From an optimization exercise on the open Yosys and OpenROAD flow, aimed at small area; shortcuts taken in it are not production practice. At most, simulation tests tie the RTL to the original design; equivalence was not proved. Power is estimated from default activity; no workload was simulated.

==> flow/design.v (excerpt) <==
module router (
  input  logic                     clk_i,
  input  logic                     rst_n_i,
  input  logic [16-1:0] din_i,
  input  logic [16-1:0] frame_n_i,
  input  logic [16-1:0] valid_n_i,
  output logic [16-1:0] dout_o,
  output logic [16-1:0] frame_n_o,
  output logic [16-1:0] valid_n_o
);
For scale: about 2,500 cells after synthesis, roughly 18,000 sq um of cells after synthesis.
clock: 5.0 ns
lec_check: 0
cap_margin: 0
core_margin: 2
core_utilization: 40
gpl_timing_driven: 0
place_density: 0.6
slew_margin: 0
standard.sh (not shown) runs the stock make flow with config.mk's settings and CLKGATE_MAP_FILE= SYNTH_SCRIPT=/design/flow/synth_recipe.tcl, a recipe that flattens the netlist after the stock synthesis.
==> flow/flow/run.sh <==
#!/bin/bash
# Standard ORFS layout with three changes:
#  * after the standard synthesis, the combinational logic is re-mapped by ABC
#    for area (flow/remap.sh); the registers stay exactly as synthesized
#  * ports are buffered with the smallest buffer rather than a delay cell
#  * CTS inserts no dummy loads and uses small clock buffers
# Each step writes its full output to its own log in this folder.
set -euo pipefail
HERE=$(pwd)
RES=$HERE/orfs/results/$FLOW_PLATFORM/router/base
LIB=$FLOW_HOME/platforms/$FLOW_PLATFORM/lib/sky130_fd_sc_hd__tt_025C_1v80.lib
if [[ -x $FLOW_HOME/../tools/install/yosys/bin/yosys ]]; then
  export YOSYS_EXE=$FLOW_HOME/../tools/install/yosys/bin/yosys
fi
KNOBS=(
  BUFFER_PORTS_ARGS="-buffer_cell sky130_fd_sc_hd__buf_1"
  CTS_ARGS="-sink_clustering_enable -repair_clock_nets -dont_use_dummy_load -buf_list sky130_fd_sc_hd__clkbuf_4 -root_buf sky130_fd_sc_hd__clkbuf_8 -sink_clustering_size 8 -sink_clustering_max_diameter 40"
)

bash standard.sh "${KNOBS[@]}" synth > 1_standard_synth.log 2>&1

cp "$RES/1_2_yosys.v" "$HERE/1_2_yosys_standard.v"
bash flow/remap.sh "$LIB" "$HERE/1_2_yosys_standard.v" "$FLOW_TOP" "$HERE/flow/area.abc" \
  "$HERE/1_2_yosys_remapped.v" "$HERE/remap_stat.txt" > 2_remap.log 2>&1
cp "$HERE/1_2_yosys_remapped.v" "$RES/1_2_yosys.v"
rm -f "$RES/1_synth.odb" "$RES/1_synth.sdc"

bash standard.sh "${KNOBS[@]}" finish > 3_standard_finish.log 2>&1
Other scripts of this flow, unchanged in this note and not shown: flow/flow/area.abc, flow/flow/remap.sh
The baseline finished but failed the layout checks on setup timing.
Rerun with:
--- a/flow/flow/run.sh
+++ b/flow/flow/run.sh
@@ -16,3 +16,3 @@
   BUFFER_PORTS_ARGS="-buffer_cell sky130_fd_sc_hd__buf_1"
-  CTS_ARGS="-sink_clustering_enable -repair_clock_nets -dont_use_dummy_load -buf_list sky130_fd_sc_hd__clkbuf_4 -root_buf sky130_fd_sc_hd__clkbuf_8 -sink_clustering_size 8 -sink_clustering_max_diameter 40"
+  CTS_ARGS="-sink_clustering_enable -repair_clock_nets -dont_use_dummy_load -buf_list sky130_fd_sc_hd__clkbuf_4 -root_buf sky130_fd_sc_hd__clkbuf_8 -sink_clustering_size 10 -sink_clustering_max_diameter 50"
 )
Settings changed: CAP_MARGIN 0 to 20, GPL_TIMING_DRIVEN 0 to default, SLEW_MARGIN 0 to 20.
Result:
- The new run finished with timing, DRC and antenna clean
- power went down by about 1.6%
- routed wire length rose by about 4%
- synthesized cell count does not change
- final area drops by 0.59%
- combinational power grows by 18%
- setup slack improves by 1300 ps
- cell count came out lower by 1.2%
Rerun with:
--- a/flow/flow/run.sh
+++ b/flow/flow/run.sh
@@ -16,3 +16,3 @@
   BUFFER_PORTS_ARGS="-buffer_cell sky130_fd_sc_hd__buf_1"
-  CTS_ARGS="-sink_clustering_enable -repair_clock_nets -dont_use_dummy_load -buf_list sky130_fd_sc_hd__clkbuf_4 -root_buf sky130_fd_sc_hd__clkbuf_8 -sink_clustering_size 10 -sink_clustering_max_diameter 50"
+  CTS_ARGS="-sink_clustering_enable -repair_clock_nets -dont_use_dummy_load -buf_list sky130_fd_sc_hd__clkbuf_4 -root_buf sky130_fd_sc_hd__clkbuf_8 -sink_clustering_size 8 -sink_clustering_max_diameter 40"
 )
The changed run finished clean.
Cell count increases slightly.
Setup slack is better by 20 ps.
Non-clock buffer count does not change.
Synthesized area does not change.
Final area increases slightly.
Sequential power is about the same.
Fmax increases slightly.
Routed wire length hardly moves.
Clock power increases by roughly a tenth.
Core utilization increases by 0.23 points.
Hold slack is better by 53 ps.
No functional check of the RTL was part of any run of this note.


Setup of job 1305:
router, a different RTL version from the one above (not shown whole).
For scale: ~2000 cells after synthesis, about 300 flip-flops, roughly 98 I/O pins, ~20000 um2 of cells after synthesis.
export LEC_CHECK = 0
export CAP_MARGIN = 20
export CORE_MARGIN = 2
export CORE_UTILIZATION = 40
export PLACE_DENSITY = 0.6
export SLEW_MARGIN = 20
create_clock -name core_clock -period 5.0 [get_ports {clk_i}]
==> flow/flow/run.sh <==
#!/bin/bash
# Standard ORFS layout, with two changes:
#  * ports are buffered with the smallest buffer rather than a delay cell
#  * CTS inserts no dummy loads
set -euo pipefail
bash standard.sh \
  BUFFER_PORTS_ARGS="-buffer_cell sky130_fd_sc_hd__buf_1" \
  CTS_ARGS="-sink_clustering_enable -repair_clock_nets -dont_use_dummy_load" \
  finish > standard_flow.log 2>&1
[inputs] job 6557 vs job 1305
==> flow/run.sh (new file) <==
#!/bin/bash
# synth_recipe.tcl (not shown) runs the flow's synth.tcl, then flattens the netlist and writes it again
# the make line also repeats each setting of config.mk as NAME=value (left out here)
make -C /OpenROAD-flow-scripts/flow DESIGN_CONFIG=/design/flow/config.mk WORK_HOME=/design/flow/orfs CLKGATE_MAP_FILE= SYNTH_SCRIPT=/design/flow/synth_recipe.tcl finish
removed: flow/flow/run.sh
removed: flow/standard.sh
Findings:
The post-route worst hold slack in job 6557 was lower than what job 1305 gave.
Job 6557 falls short of job 1305 in upper clock frequency limit.
The weighted congestion at the end of routability-driven global placement number comes out higher for job 6557 vs job 1305.
> inputs changed (job 6557 -> job 6515)
- CTS_CLUSTER_SIZE newly set to 20
- CTS_CLUSTER_DIAMETER newly set to 60
- CTS_BUF_LIST newly set to sky130_fd_sc_hd__clkbuf_8
## What came out
Job 6515 ended with every stage complete and zero timing, DRC or antenna violations. Job 6515 vs job 6557: proportion of power drawn by the clock network down. Summary of job 6515 over job 6557: clock buffer instance count of the final layout now smaller; met1 capacity usage during global routing now larger; sequential share of layout area now larger. Compared with job 6557, job 6515 shows a total power of the final layout that is 11% lower. Going from job 6557 to job 6515, fmax rose 10 MHz; die footprint flat; wire length saw a decrease.


The RTL this note starts from:
==> flow/design.v <==
package router_pkg;
  typedef logic [4-1:0] port_idx_t;
  typedef logic [16-1:0] port_vec_t;
endpackage
module router (
  input  logic                     clk_i,
  input  logic                     rst_n_i,
  input  logic [16-1:0] din_i,
  input  logic [16-1:0] frame_n_i,
  input  logic [16-1:0] valid_n_i,
  output logic [16-1:0] dout_o,
  output logic [16-1:0] frame_n_o,
  output logic [16-1:0] valid_n_o
);
  localparam int P = 16;
  localparam int W = 4;
  localparam logic [2:0] S_IDLE = 3'b000;
  localparam logic [2:0] S_A1   = 3'b100;
  localparam logic [2:0] S_A2   = 3'b110;
  localparam logic [2:0] S_A3   = 3'b111;
  localparam logic [2:0] S_PAY  = 3'b011;
  localparam logic [2:0] S_DISC = 3'b001;
  localparam logic [2:0] S_IL1  = 3'b010;
  logic [2:0]   st_q [P];
  logic [P-1:0] b0_q, b1_q, b2_q;    
  logic [P-1:0] v0_q, v1_q;          
  logic [P-1:0] l1_q;                
  logic [P-1:0] addr_done;
  logic [3:0]   addr_hi [P];        
  logic [3:0]   addr_lo [P];        
  for (genvar i = 0; i < P; i++) begin : g_in
    logic [2:0] st_d;
    logic       is_pay;
    logic       is_addr;
    assign is_pay  = (st_q[i] == S_PAY);
    assign is_addr = (st_q[i] == S_A1) || (st_q[i] == S_A2) || (st_q[i] == S_A3);
    assign addr_done[i] = (st_q[i] == S_A3) && !frame_n_i[i];
    for (genvar k = 0; k < 4; k++) begin : g_dec
      assign addr_hi[i][k] = addr_done[i] && ({din_i[i], b0_q[i]} == 2'(k));
      assign addr_lo[i][k] = ({b1_q[i], b2_q[i]} == 2'(k));
    end
    always_comb begin
      if (frame_n_i[i]) begin
        st_d = is_addr ? S_DISC : (is_pay ? S_IL1 : S_IDLE);
      end else begin
        case (st_q[i])
          S_IDLE:  st_d = S_A1;
          S_IL1:   st_d = S_A1;
          S_A1:    st_d = S_A2;
          S_A2:    st_d = S_A3;
          S_A3:    st_d = S_PAY;
          S_DISC:  st_d = S_DISC;
          default: st_d = S_PAY;
        endcase
      end
    end
    always_ff @(posedge clk_i) begin
      if (!rst_n_i) begin
        st_q[i] <= S_IDLE;
      end else begin
        st_q[i] <= st_d;
      end
    end
    always_ff @(posedge clk_i) begin
      b0_q[i] <= din_i[i];
      b1_q[i] <= b0_q[i];
      b2_q[i] <= b1_q[i];
      v0_q[i] <= is_pay && !valid_n_i[i];
      v1_q[i] <= v0_q[i];
      l1_q[i] <= (st_q[i] == S_IL1);
    end
  end
  for (genvar d = 0; d < P; d++) begin : g_out
    logic [P-1:0] req;
    logic         busy_q;
    logic [W-1:0] idx_q;
    logic [W-1:0] pick;
    logic         any_req;
    logic         sel_valid;
    logic         sel_bit;
    logic         sel_last;
    logic         frame_low;
    logic         nx_vn_q, nx_q_q;    
    logic         out_vn_q, out_q_q;  
    for (genvar i = 0; i < P; i++) begin : g_req
      assign req[i] = addr_hi[i][d / 4] & addr_lo[i][d % 4];
    end
    logic [7:0] o1;
    logic       p1 [8];
    logic [3:0] o2;
    logic [1:0] p2 [4];
    logic [1:0] o3;
    logic [2:0] p3 [2];
    for (genvar j = 0; j < 8; j++) begin : g_l1
      assign o1[j] = req[2*j] | req[2*j+1];
      assign p1[j] = ~req[2*j];
    end
    for (genvar j = 0; j < 4; j++) begin : g_l2
      assign o2[j] = o1[2*j] | o1[2*j+1];
      assign p2[j] = o1[2*j] ? {1'b0, p1[2*j]} : {1'b1, p1[2*j+1]};
    end
    for (genvar j = 0; j < 2; j++) begin : g_l3
      assign o3[j] = o2[2*j] | o2[2*j+1];
      assign p3[j] = o2[2*j] ? {1'b0, p2[2*j]} : {1'b1, p2[2*j+1]};
    end
    assign any_req = o3[0] | o3[1];
    assign pick    = o3[0] ? {1'b0, p3[0]} : {1'b1, p3[1]};
    assign sel_valid = busy_q & v1_q[idx_q];
    assign sel_bit   = b1_q[idx_q];
    assign sel_last  = l1_q[idx_q];
    assign frame_low = busy_q & (sel_valid | ((nx_q_q | ~nx_vn_q) & ~sel_last));
    always_ff @(posedge clk_i) begin
      if (!rst_n_i) begin
        busy_q   <= 1'b0;
        nx_vn_q  <= 1'b1;
        nx_q_q   <= 1'b0;
        out_vn_q <= 1'b1;
        out_q_q  <= 1'b0;
      end else begin
        busy_q   <= busy_q ? ~sel_last : any_req;
        nx_vn_q  <= ~sel_valid;
        nx_q_q   <= sel_valid ? sel_bit : frame_low;
        out_vn_q <= nx_vn_q;
        out_q_q  <= nx_q_q;
      end
    end
    always_ff @(posedge clk_i) begin
      if (!busy_q) begin
        idx_q <= pick;
      end
    end
    assign valid_n_o[d] = out_vn_q;
    assign dout_o[d]    = ~out_vn_q & out_q_q;
    assign frame_n_o[d] = out_vn_q & ~out_q_q;
  end
endmodule
Settings: LEC_CHECK=0, CAP_MARGIN=20, CORE_MARGIN=2, CORE_UTILIZATION=40, PLACE_DENSITY=0.6, SLEW_MARGIN=20; clock period 5.0 ns.
==> flow/flow/run.sh <==
#!/bin/bash
# Standard ORFS layout with three changes:
#  * after the standard synthesis, the combinational logic is re-mapped by ABC
#    for area (flow/remap.sh); the registers stay exactly as synthesized
#  * ports are buffered with a small buffer rather than a delay cell
#  * CTS inserts no dummy loads and uses small clock buffers
# Each step writes its full output to its own log in this folder.
set -euo pipefail
HERE=$(pwd)
RES=$HERE/orfs/results/$FLOW_PLATFORM/router/base
LIB=$FLOW_HOME/platforms/$FLOW_PLATFORM/lib/sky130_fd_sc_hd__tt_025C_1v80.lib
if [[ -x $FLOW_HOME/../tools/install/yosys/bin/yosys ]]; then
  export YOSYS_EXE=$FLOW_HOME/../tools/install/yosys/bin/yosys
fi
KNOBS=(
  BUFFER_PORTS_ARGS="-buffer_cell sky130_fd_sc_hd__buf_2"
  CTS_ARGS="-sink_clustering_enable -repair_clock_nets -dont_use_dummy_load -buf_list sky130_fd_sc_hd__clkbuf_4 -root_buf sky130_fd_sc_hd__clkbuf_8 -sink_clustering_size 8 -sink_clustering_max_diameter 40"
)

bash standard.sh "${KNOBS[@]}" synth > 1_standard_synth.log 2>&1

cp "$RES/1_2_yosys.v" "$HERE/1_2_yosys_standard.v"
bash flow/remap.sh "$LIB" "$HERE/1_2_yosys_standard.v" "$FLOW_TOP" "$HERE/flow/area.abc" \
  "$HERE/1_2_yosys_remapped.v" "$HERE/remap_stat.txt" > 2_remap.log 2>&1
cp "$HERE/1_2_yosys_remapped.v" "$RES/1_2_yosys.v"
rm -f "$RES/1_synth.odb" "$RES/1_synth.sdc"

bash standard.sh "${KNOBS[@]}" finish > 3_standard_finish.log 2>&1
==> flow/flow/remap.sh <==
#!/bin/bash
# remap.sh LIB IN.v TOP ABC_SCRIPT OUT.v STAT
# Re-maps the combinational logic of a mapped netlist for area. Registers are
# kept as they are (same instances, names and cell types): every flip-flop
# cell is a black box while ABC re-maps the rest.
set -euo pipefail
LIB=$1; IN=$2; TOP=$3; ABC=$4; OUT=$5; STAT=$6
YS=$(mktemp --suffix=.ys -p "$(dirname "$OUT")")
cat > "$YS" <<YS
read_liberty -ignore_miss_func $LIB
read_verilog $IN
hierarchy -top $TOP
blackbox sky130_fd_sc_hd__df* sky130_fd_sc_hd__edf*
flatten
delete t:\$scopeinfo
opt_clean
abc -script $ABC -liberty $LIB -dont_use *lpflow* -dont_use *probe* -dont_use sky130_fd_sc_hd__dlygate* -dont_use sky130_fd_sc_hd__clkdly*
read_liberty -lib -ignore_redef $LIB
hierarchy -top $TOP
setundef -zero
splitnets
opt_clean -purge
hilomap -singleton -hicell sky130_fd_sc_hd__conb_1 HI -locell sky130_fd_sc_hd__conb_1 LO
insbuf -buf sky130_fd_sc_hd__buf_1 A X
opt_clean -purge
check -assert -mapped
tee -o $STAT stat -liberty $LIB
write_verilog -noattr -noexpr -nohex -nodec $OUT
YS
${YOSYS_EXE:-yosys} -s "$YS"
rm -f "$YS"
Other scripts of this flow, unchanged in this note and not shown: flow/flow/area.abc
Next try:
--- a/flow/flow/run.sh
+++ b/flow/flow/run.sh
@@ -5 +5 @@
-#  * ports are buffered with a small buffer rather than a delay cell
+#  * ports are buffered with the smallest buffer rather than a delay cell
@@ -16,2 +16,2 @@
-  BUFFER_PORTS_ARGS="-buffer_cell sky130_fd_sc_hd__buf_2"
-  CTS_ARGS="-sink_clustering_enable -repair_clock_nets -dont_use_dummy_load -buf_list sky130_fd_sc_hd__clkbuf_4 -root_buf sky130_fd_sc_hd__clkbuf_8 -sink_clustering_size 8 -sink_clustering_max_diameter 40"
+  BUFFER_PORTS_ARGS="-buffer_cell sky130_fd_sc_hd__buf_1"
+  CTS_ARGS="-sink_clustering_enable -repair_clock_nets -dont_use_dummy_load -buf_list sky130_fd_sc_hd__clkbuf_4 -root_buf sky130_fd_sc_hd__clkbuf_8 -sink_clustering_size 10 -sink_clustering_max_diameter 50"
After rerunning: Cell count is lower by 0.42%. Sequential power barely changes. Worst setup slack gets better by 0.48 ns. Global-route usage is lower by 0.95 points. Clock skew is higher by 0.035 ns. Non-clock buffer count is lower by 5. Combinational power is lower by about 4%. Maximum frequency is higher by 14%. Via count is lower by 1.4%.
Next try:
--- a/flow/flow/run.sh
+++ b/flow/flow/run.sh
@@ -17 +17 @@
-  CTS_ARGS="-sink_clustering_enable -repair_clock_nets -dont_use_dummy_load -buf_list sky130_fd_sc_hd__clkbuf_4 -root_buf sky130_fd_sc_hd__clkbuf_8 -sink_clustering_size 10 -sink_clustering_max_diameter 50"
+  CTS_ARGS="-sink_clustering_enable -repair_clock_nets -dont_use_dummy_load -buf_list sky130_fd_sc_hd__clkbuf_4 -root_buf sky130_fd_sc_hd__clkbuf_8 -sink_clustering_size 8 -sink_clustering_max_diameter 40"
--- a/flow/flow/remap.sh
+++ b/flow/flow/remap.sh
@@ -4,2 +4,3 @@
-# kept as they are (same instances, names and cell types): every flip-flop
-# cell is a black box while ABC re-maps the rest.
+# kept as they are (same instances, names and cell types, only some drive
+# strengths change): every flip-flop cell is a black box while ABC re-maps the
+# rest.
@@ -26,0 +28,4 @@
+# The second stage of each input's delay line feeds every output's crossbar:
+# give those registers the stronger flip-flop of the same type up front,
+# instead of a buffer from the placer's repair
+chtype -set sky130_fd_sc_hd__dfxtp_2 c:b1_q* c:v1_q* c:l1_q*
Outcome: The new run passed the timing, DRC and antenna checks. Utilization is lower by 0.90 points. Cell area went down slightly. Die area rises slightly. Total power rises by a few percent.
Next try:
--- a/flow/flow/run.sh
+++ b/flow/flow/run.sh
@@ -6 +6 @@
-#  * CTS inserts no dummy loads and uses small clock buffers
+#  * CTS inserts no dummy loads
@@ -17 +17 @@
-  CTS_ARGS="-sink_clustering_enable -repair_clock_nets -dont_use_dummy_load -buf_list sky130_fd_sc_hd__clkbuf_4 -root_buf sky130_fd_sc_hd__clkbuf_8 -sink_clustering_size 8 -sink_clustering_max_diameter 40"
+  CTS_ARGS="-sink_clustering_enable -repair_clock_nets -dont_use_dummy_load"
--- a/flow/flow/remap.sh
+++ b/flow/flow/remap.sh
@@ -4,3 +4,2 @@
-# kept as they are (same instances, names and cell types, only some drive
-# strengths change): every flip-flop cell is a black box while ABC re-maps the
-# rest.
+# kept as they are (same instances, names and cell types): every flip-flop
+# cell is a black box while ABC re-maps the rest.
@@ -25 +24 @@
-insbuf -buf sky130_fd_sc_hd__buf_1 A X
+insbuf -buf sky130_fd_sc_hd__buf_4 A X
@@ -28,4 +26,0 @@
-# The second stage of each input's delay line feeds every output's crossbar:
-# give those registers the stronger flip-flop of the same type up front,
-# instead of a buffer from the placer's repair
-chtype -set sky130_fd_sc_hd__dfxtp_2 c:b1_q* c:v1_q* c:l1_q*
What happened:
- The new run finished clean
- design area rises by a few percent
- non-clock buffer count came out higher by 34
- worst setup slack is better by 0.10 ns
- flip-flop and latch count does not change
- combinational power is higher by a quarter to a third
- clock-buffer cell count came out lower by 19
- die area is higher slightly
Next try:
--- a/flow/flow/run.sh
+++ b/flow/flow/run.sh
@@ -6 +6 @@
-#  * CTS inserts no dummy loads
+#  * CTS inserts no dummy loads and uses small clock buffers
@@ -17 +17 @@
-  CTS_ARGS="-sink_clustering_enable -repair_clock_nets -dont_use_dummy_load"
+  CTS_ARGS="-sink_clustering_enable -repair_clock_nets -dont_use_dummy_load -buf_list sky130_fd_sc_hd__clkbuf_4 -root_buf sky130_fd_sc_hd__clkbuf_8 -sink_clustering_size 10 -sink_clustering_max_diameter 50"
--- a/flow/flow/remap.sh
+++ b/flow/flow/remap.sh
@@ -4,2 +4,3 @@
-# kept as they are (same instances, names and cell types): every flip-flop
-# cell is a black box while ABC re-maps the rest.
+# kept as they are (same instances, names and cell types, only some drive
+# strengths change): every flip-flop cell is a black box while ABC re-maps the
+# rest.
@@ -24 +25 @@
-insbuf -buf sky130_fd_sc_hd__buf_4 A X
+insbuf -buf sky130_fd_sc_hd__buf_1 A X
@@ -26,0 +28,4 @@
+# The second stage of each input's delay line feeds every output's crossbar:
+# give those registers the stronger flip-flop of the same type up front,
+# instead of a buffer from the placer's repair
+chtype -set sky130_fd_sc_hd__dfxtp_2 c:b1_q* c:v1_q* c:l1_q*
What happened: The new run completed with no timing, DRC or antenna violations. Worst hold slack barely changes. Die area fell by 0.66%. Sequential share of layout area increases by 1.6 points. Count of clock-buffer cells in the layout rose by 6. Total power went down by 19%. Global-route usage went up by 0.31 points.
Next try:
--- a/flow/flow/run.sh
+++ b/flow/flow/run.sh
@@ -17 +17 @@
-  CTS_ARGS="-sink_clustering_enable -repair_clock_nets -dont_use_dummy_load -buf_list sky130_fd_sc_hd__clkbuf_4 -root_buf sky130_fd_sc_hd__clkbuf_8 -sink_clustering_size 10 -sink_clustering_max_diameter 50"
+  CTS_ARGS="-sink_clustering_enable -repair_clock_nets -dont_use_dummy_load -buf_list sky130_fd_sc_hd__clkbuf_4 -root_buf sky130_fd_sc_hd__clkbuf_8 -sink_clustering_size 8 -sink_clustering_max_diameter 40"
--- a/flow/flow/remap.sh
+++ b/flow/flow/remap.sh
@@ -4,3 +4,2 @@
-# kept as they are (same instances, names and cell types, only some drive
-# strengths change): every flip-flop cell is a black box while ABC re-maps the
-# rest.
+# kept as they are (same instances, names and cell types): every flip-flop
+# cell is a black box while ABC re-maps the rest.
@@ -28,4 +26,0 @@
-# The second stage of each input's delay line feeds every output's crossbar:
-# give those registers the stronger flip-flop of the same type up front,
-# instead of a buffer from the placer's repair
-chtype -set sky130_fd_sc_hd__dfxtp_2 c:b1_q* c:v1_q* c:l1_q*
=> Final area rose by 1.5%; routed wire length shrinks by 0.83%; fmax climbs by 11%; worst setup slack improves by 0.36 ns; cell count went up by 1.3%; sequential share of layout area decreases by 0.80 points; non-clock buffer count came out higher by 33; area after synthesis came out lower by 0.34%; global-route usage rose by 0.77 points; die area decreases by 0.34%; power came out higher by 4.0%.

[afterwards: timing with drivers on the ports]
Ports are ideal in the flow. The routed layouts listed here were re-timed in OpenROAD. Step 1 (the two cells are an assumption about what drives the block):
set clk [get_ports {clk_i}]
set_driving_cell -lib_cell sky130_fd_sc_hd__clkbuf_16 $clk
set_driving_cell -lib_cell sky130_fd_sc_hd__buf_2 [delete_from_list [all_inputs] $clk]
Step 2 times the ports against the registers' clock, not the clock port: input delays grow and output delays shrink by t, the midpoint of the rising clock arrivals with the driver on. Three values: ideal, step 1, step 2; two values: the first two.
| run | shift t [ns] | setup WS [ns] | slew at the worst register clock pin (ns) |
|---|---|---|---|
| the first run of note 1 | 0.681 | -0.001 / -0.001 / -0.001 | 0.09 / 0.09 |
| the second run of note 1 | 0.673 | 1.307 / 1.333 / 0.659 | 0.11 / 0.11 |
| the third run of note 1 | 0.691 | 1.326 / 1.341 / 0.651 | 0.10 / 0.10 |
| job 1305 | 0.613 | 1.768 / 1.793 / 1.193 | 0.06 / 0.06 |
| job 6557 | 0.613 | 1.313 / 1.350 / 0.737 | 0.06 / 0.06 |
| job 6515 | 0.748 | 1.444 / 1.475 / 0.727 | 0.13 / 0.13 |
| the first run of note 3 | 0.694 | 1.137 / 1.169 / 0.475 | 0.09 / 0.09 |
| the second run of note 3 | 0.681 | 1.613 / 1.613 / 1.037 | 0.11 / 0.11 |
| the third run of note 3 | 0.695 | 1.295 / 1.295 / 1.169 | 0.09 / 0.09 |
| the fourth run of note 3 | 0.605 | 1.398 / 1.436 / 0.831 | 0.06 / 0.06 |
| the fifth run of note 3 | 0.654 | 1.333 / 1.333 / 1.130 | 0.11 / 0.11 |
| the sixth run of note 3 | 0.684 | 1.690 / 1.690 / 1.101 | 0.10 / 0.10 |
The setup slack of job 6515, which loses most, moves by +0.031 ns with the drivers and by -0.717 ns with both steps.
